This is an optimization exercise on Yosys and OpenROAD, whose aim is small area and a short achievable clock period, not a production implementation.
At most, simulation tests tie the RTL to the original design; equivalence was not proved.

## trial 51
## ex_top
module ex_top (
    input  logic               clk,
    input  logic               reset,
    input  logic               in_valid,
    input  logic [4:0]         operator,
    input  logic [31:0]        operand1,
    input  logic [31:0]        operand2,
    input  logic [4:0]         dest_addr,
    input  logic               dest_write,
    output logic               out_valid,
    output logic [4:0]         write_addr,
    output logic               write_enable,
    output logic [31:0]        write_data
);
Size: about 4,000 cells after synthesis, roughly 100 flip-flops, about 120 I/O pins, ~33,000 sq um of cells after synthesis.
make LEC_CHECK=0 ABC_AREA=1 CAP_MARGIN=20 CORE_MARGIN=2 CORE_UTILIZATION=40 SLEW_MARGIN=20 SYNTH_HIERARCHICAL=1 finish   # period 14.0 ns
run.sh (not shown) runs the stock make flow with config.mk's settings and CLKGATE_MAP_FILE= SYNTH_SCRIPT=/design/flow/synth_recipe.tcl, a recipe that flattens the netlist after the stock synthesis.
## Diff of input files: trial 49 against trial 51
--- a/flow/design.v
+++ b/flow/design.v
@@ -61,19 +61,19 @@
             for (genvar j = 1; j < 32; j++) begin : g_pw
                 assign pw[j] = (op_sll & eq[j]) | (is_shr & eq[32-j]);
             end
             assign msigned = op_mul | op_mult;
             assign m = {(msigned | op_sra) & operand2[31], operand2};
             assign r = {msigned & operand1[31], (msigned & operand1[31]) | pw[32],
                         (operand1 & {32{~(op_sll | is_shr)}}) | pw[31:0]};
             assign d16 = (r[31] | r[32]) & ~r[33];
         end else begin : g_rsel
-            assign msigned = op_mul | op_mult;
+            assign msigned = ~op[1];
             assign m = {msigned & operand2[31], operand2};
             assign r = {{2{msigned & operand1[31]}}, operand1};
             assign d16 = operand1[31] & ~msigned;
         end
     endgenerate
     wire bo1 = r[0] ^ 1'b0;
     wire bt2 = (r[1] & ~r[0] & ~1'b0) | (~r[1] & r[0] & 1'b0);
     wire pp3 = (bo1 & m[0]) ^ r[1];
     wire pp4 = ((bo1 & m[1]) | (bt2 & m[0])) ^ r[1];
==> summary.txt <==
Between trial 51 and trial 49, the final standard cell count with taps included and fillers excluded figures differ only marginally.
From trial 51 to trial 49 the numbers moved as follows: non-clock buffer count rose 2.
Trial 49 vs trial 51: worst setup slack down in trial 49
On non-clock buffering overhead in the final layout, trial 49 tracks trial 51 almost exactly.
Trial 49: signal arrival time at the worst endpoint 0.10 ns above trial 51
When trial 49 is measured against trial 51, its global router's overall resource usage turns out 1.0 points higher.
~same netlist area before placement in trial 51 and trial 49
Compared with trial 51, trial 49 shows a higher number of distinct library cells after synthesis.
Compound-gate portion of the synthesized area delta (trial 49 -> trial 51): insignificant
Function not checked in trial 49: the RTL went through the layout flow alone.

---

ex_top, a different RTL version from the one above (not shown whole).
Size: ~3800 cells after synthesis, about 100 flip-flops, ~120 I/O pins, roughly 32000 um^2 of cells after synthesis.
export LEC_CHECK = 0
export ABC_AREA = 1
export CAP_MARGIN = 20
export CORE_MARGIN = 2
export CORE_UTILIZATION = 40
export SETUP_SLACK_MARGIN = 4.5
export SLEW_MARGIN = 20
export SYNTH_HIERARCHICAL = 1
create_clock -name core_clock -period 14.0 [get_ports {clk}]
standard.sh (not shown) runs the stock make flow with config.mk's settings and CLKGATE_MAP_FILE= SYNTH_SCRIPT=/design/flow/synth_recipe.tcl, a recipe that flattens the netlist after the stock synthesis.
==> flow/flow/run.sh <==
#!/bin/bash
# Layout flow: the standard flow (standard.sh), with the port buffers
# inserted as sky130_fd_sc_hd__buf_2 cells instead of the default delay-buffer
# cells. Every tool's output goes to flow_run.log; ORFS keeps its per-step logs
# under orfs/logs.
set -euo pipefail
export BUFFER_PORTS_ARGS="-buffer_cell sky130_fd_sc_hd__buf_2"
bash standard.sh finish > flow_run.log 2>&1
Change:
--- a/flow/design.v
+++ b/flow/design.v
@@ -2661,39 +2661,44 @@
                       | {31'd0, (op_slt & slt_bit) | (op_sltu & sltu_bit)}
                       | ({32{op_clz | op_clo}} & {26'd0, lz_cnt})
                       | ({32{op_mfhi}} & hi)
                       | ({32{op_mflo}} & lo);
     generate
         if (SHIFT_MULT) begin : g_wd
             logic sel_lo, sel_hi;
             assign sel_lo = sel_mul | op_sll;
             assign sel_hi = op_srl | op_sra;
             assign data_next = data_other | ({32{sel_lo}} & prod[31:0]) | ({32{sel_hi}} & prod[63:32]);
         end else begin : g_wd
-            assign data_next = data_other | ({32{sel_mul}} & prod[31:0]);
+            for (genvar j = 0; j < 32; j++) begin : g_b
+                ex_ao21 u_wd (.a(data_other[j]), .b(sel_mul), .c(prod[j]), .y(data_next[j]));
+            end
         end
     endgenerate
     always_ff @(posedge clk) begin
         if (reset) begin
             out_valid    <= 1'b0;
             write_enable <= 1'b0;
         end else begin
             out_valid    <= in_valid;
             write_enable <= in_valid & dest_write & ~ovf;
         end
     end
     always_ff @(posedge clk) begin
         write_addr <= dest_addr;
         write_data <= data_next;
     end
 endmodule
+module ex_ao21 (input logic a, input logic b, input logic c, output logic y);
+    assign y = a | (b & c);
+endmodule
 module ex_fa (input logic a, input logic b, input logic c, output logic s, output logic co);
     assign s  = a ^ b ^ c;
     assign co = (a & b) | (a & c) | (b & c);
 endmodule
 module ex_ha (input logic a, input logic b, output logic s, output logic co);
     assign s  = a ^ b;
     assign co = a & b;
 endmodule
 module ex_aoi21 (input logic a, input logic b, input logic c, output logic y);
     assign y = ~(a | (b & c));
 endmodule
After rerunning: Maximum frequency goes down by 0.84%; first-iteration DRC count goes up by 11%; design area goes down by 0.56%; wire length hardly moves; global-route usage hardly moves; hold slack improved by 7.4 ps; non-clock buffer count goes down by 14; core utilization goes down by 0.74 points; count of clock-buffer cells in the layout goes up by 2.
The RTL of the second run of this note was laid out without a check of its function.

---

ex_top, a different RTL version from the one above (not shown whole).
For scale: roughly 32000 um2 of cells after synthesis.
==> flow/config.mk <==
export PLATFORM = sky130hd
export DESIGN_NAME = ex_top
export DESIGN_NICKNAME = ex_top
export VERILOG_FILES = /design/flow/design.v
export SDC_FILE = /design/flow/constraint.sdc
export NUM_CORES = 4
export LEC_CHECK = 0
export ABC_AREA = 1
export CAP_MARGIN = 20
export CORE_MARGIN = 2
export CORE_UTILIZATION = 40
export SETUP_SLACK_MARGIN = 4.5
export SLEW_MARGIN = 20
export SYNTH_HIERARCHICAL = 1
==> flow/constraint.sdc <==
create_clock -name core_clock -period 14.0 [get_ports {clk}]
set_input_delay 2.8000 -clock core_clock [delete_from_list [all_inputs] [get_ports {clk}]]
set_output_delay 2.8000 -clock core_clock [all_outputs]
set_load 0.01 [all_outputs]
Scripts as last shown in full above: flow/flow/run.sh
The starting point finished clean.
Rerun with:
--- a/flow/design.v
+++ b/flow/design.v
@@ -7,17 +7,17 @@
     input  logic [31:0]        operand2,
     input  logic [4:0]         dest_addr,
     input  logic               dest_write,
     output logic               out_valid,
     output logic [4:0]         write_addr,
     output logic               write_enable,
     output logic [31:0]        write_data
 );
-    localparam bit SHIFT_MULT = 0;
+    localparam bit SHIFT_MULT = 1;
     logic [4:0] op;
     assign op = operator;
     logic op_or, op_and, op_nor, op_xor, op_sll, op_srl, op_sra;
     logic op_add, op_addu, op_sub, op_subu, op_slt, op_sltu, op_clz, op_clo;
     logic op_mul, op_mult, op_multu, op_mfhi, op_mflo, op_mthi, op_mtlo;
     assign op_or    = op == 5'd1;
     assign op_and   = op == 5'd2;
     assign op_nor   = op == 5'd3;
@@ -2561,25 +2561,28 @@
             assign sout = 32'($signed({fill, sin}) >>> shamt);
             logic [31:0] sout_rev;
             for (genvar j = 0; j < 32; j++) begin : g_rev2
                 assign sout_rev[j] = sout[31-j];
             end
             assign sres = ({32{op_sll}} & sout_rev) | ({32{op_srl | op_sra}} & sout);
         end
     endgenerate
-    logic [31:0] hi, lo, hi_d, lo_d;
-    logic        hilo_mul, hi_ld, lo_ld, hi_hold, lo_hold;
-    assign hilo_mul = ~reset & in_valid & (op_mult | op_multu);
-    assign hi_ld    = ~reset & in_valid & op_mthi;
-    assign lo_ld    = ~reset & in_valid & op_mtlo;
-    assign hi_hold  = ~reset & ~hilo_mul & ~hi_ld;
-    assign lo_hold  = ~reset & ~hilo_mul & ~lo_ld;
-    assign hi_d = ({32{hilo_mul}} & prod[63:32]) | ({32{hi_ld}} & operand1) | ({32{hi_hold}} & hi);
-    assign lo_d = ({32{hilo_mul}} & prod[31:0])  | ({32{lo_ld}} & operand1) | ({32{lo_hold}} & lo);
+    logic [31:0] hi, lo, hi_d, lo_d, hi_keep, lo_keep;
+    logic        hilo_mul, hilo_mul_n;
+    assign hilo_mul   = ~reset & in_valid & (op_mult | op_multu);
+    assign hilo_mul_n = ~reset & ~(in_valid & (op_mult | op_multu));
+    assign hi_keep = {32{hilo_mul_n}} & ((in_valid & op_mthi) ? operand1 : hi);
+    assign lo_keep = {32{hilo_mul_n}} & ((in_valid & op_mtlo) ? operand1 : lo);
+    generate
+        for (genvar j = 0; j < 32; j++) begin : g_hilo
+            ex_ao21 u_hi (.a(hi_keep[j]), .b(hilo_mul), .c(prod[32+j]), .y(hi_d[j]));
+            ex_ao21 u_lo (.a(lo_keep[j]), .b(hilo_mul), .c(prod[j]),    .y(lo_d[j]));
+        end
+    endgenerate
     always_ff @(posedge clk) begin
         hi <= hi_d;
         lo <= lo_d;
     end
     logic [31:0] data_other, data_next;
     logic        sel_mul;
     assign sel_mul = op_mul | op_mult | op_multu;
     assign data_other = lres | sres
The changed run completed with no timing, DRC or antenna violations.
Critical path depth went up by 9.
Hold slack gains 0.015 ns.
Setup slack loses 0.93 ns.
Die area went down by 2.0%.
Cell area went up by 12%.
Global-route usage went down by 0.41 points.
Clock-buffer cell count does not change.
Sequential cell count is unchanged.
Routed wire length went down by 0.50%.
First-iteration DRC count went down by 0.31%.
Sequential share of layout area went down by 0.63 points.
Final cell count went up by 1.9%.
Via count barely changes.
Core utilization went up by 6.2 points.
For the second run of this note, only the layout was checked, not whether the RTL still works.

==> what the ideal ports hide <==
In the flow no input, the clock included, has a driving cell. The finished layouts below were timed again as built, in two steps.
Step 1 sets driving cells, clkbuf_16 on the clock port and buf_2 on the other inputs (assumed; they add their load-dependent delay and slew).
Step 2, shift: input delay + t, output delay - t, t = (earliest + latest rising clock arrival at the registers) / 2. This alone moves slack from input paths to output paths.
Three values: ideal ports, drivers, drivers and shift; two values: the first two.
run | t, ns | slack for setup (ns) | worst setup path at the end | worst register clock-pin slew, ns | pins driven straight from the clock port
trial 51 | 0.433 | 3.243 / 3.183 / 2.750 | input to register | 0.09 / 0.09 | 1
trial 49 | 0.415 | 3.117 / 3.136 / 2.721 | input to register | 0.08 / 0.08 | 1
the first run of note 2 | 0.399 | 4.650 / 4.663 / 4.264 | input to register | 0.09 / 0.09 | 1
the second run of note 2 | 0.399 | 4.571 / 4.580 / 4.181 | input to register | 0.08 / 0.08 | 1
the first run of note 3 | 0.436 | 4.772 / 4.803 / 4.367 | input to register | 0.09 / 0.09 | 1
the second run of note 3 | 0.416 | 3.845 / 3.840 / 3.423 | input to register | 0.08 / 0.08 | 1
After both steps setup and hold are still met in every run listed. The setup slack of trial 51, which loses most, moves by -0.060 ns with the drivers and by -0.493 ns with both steps.
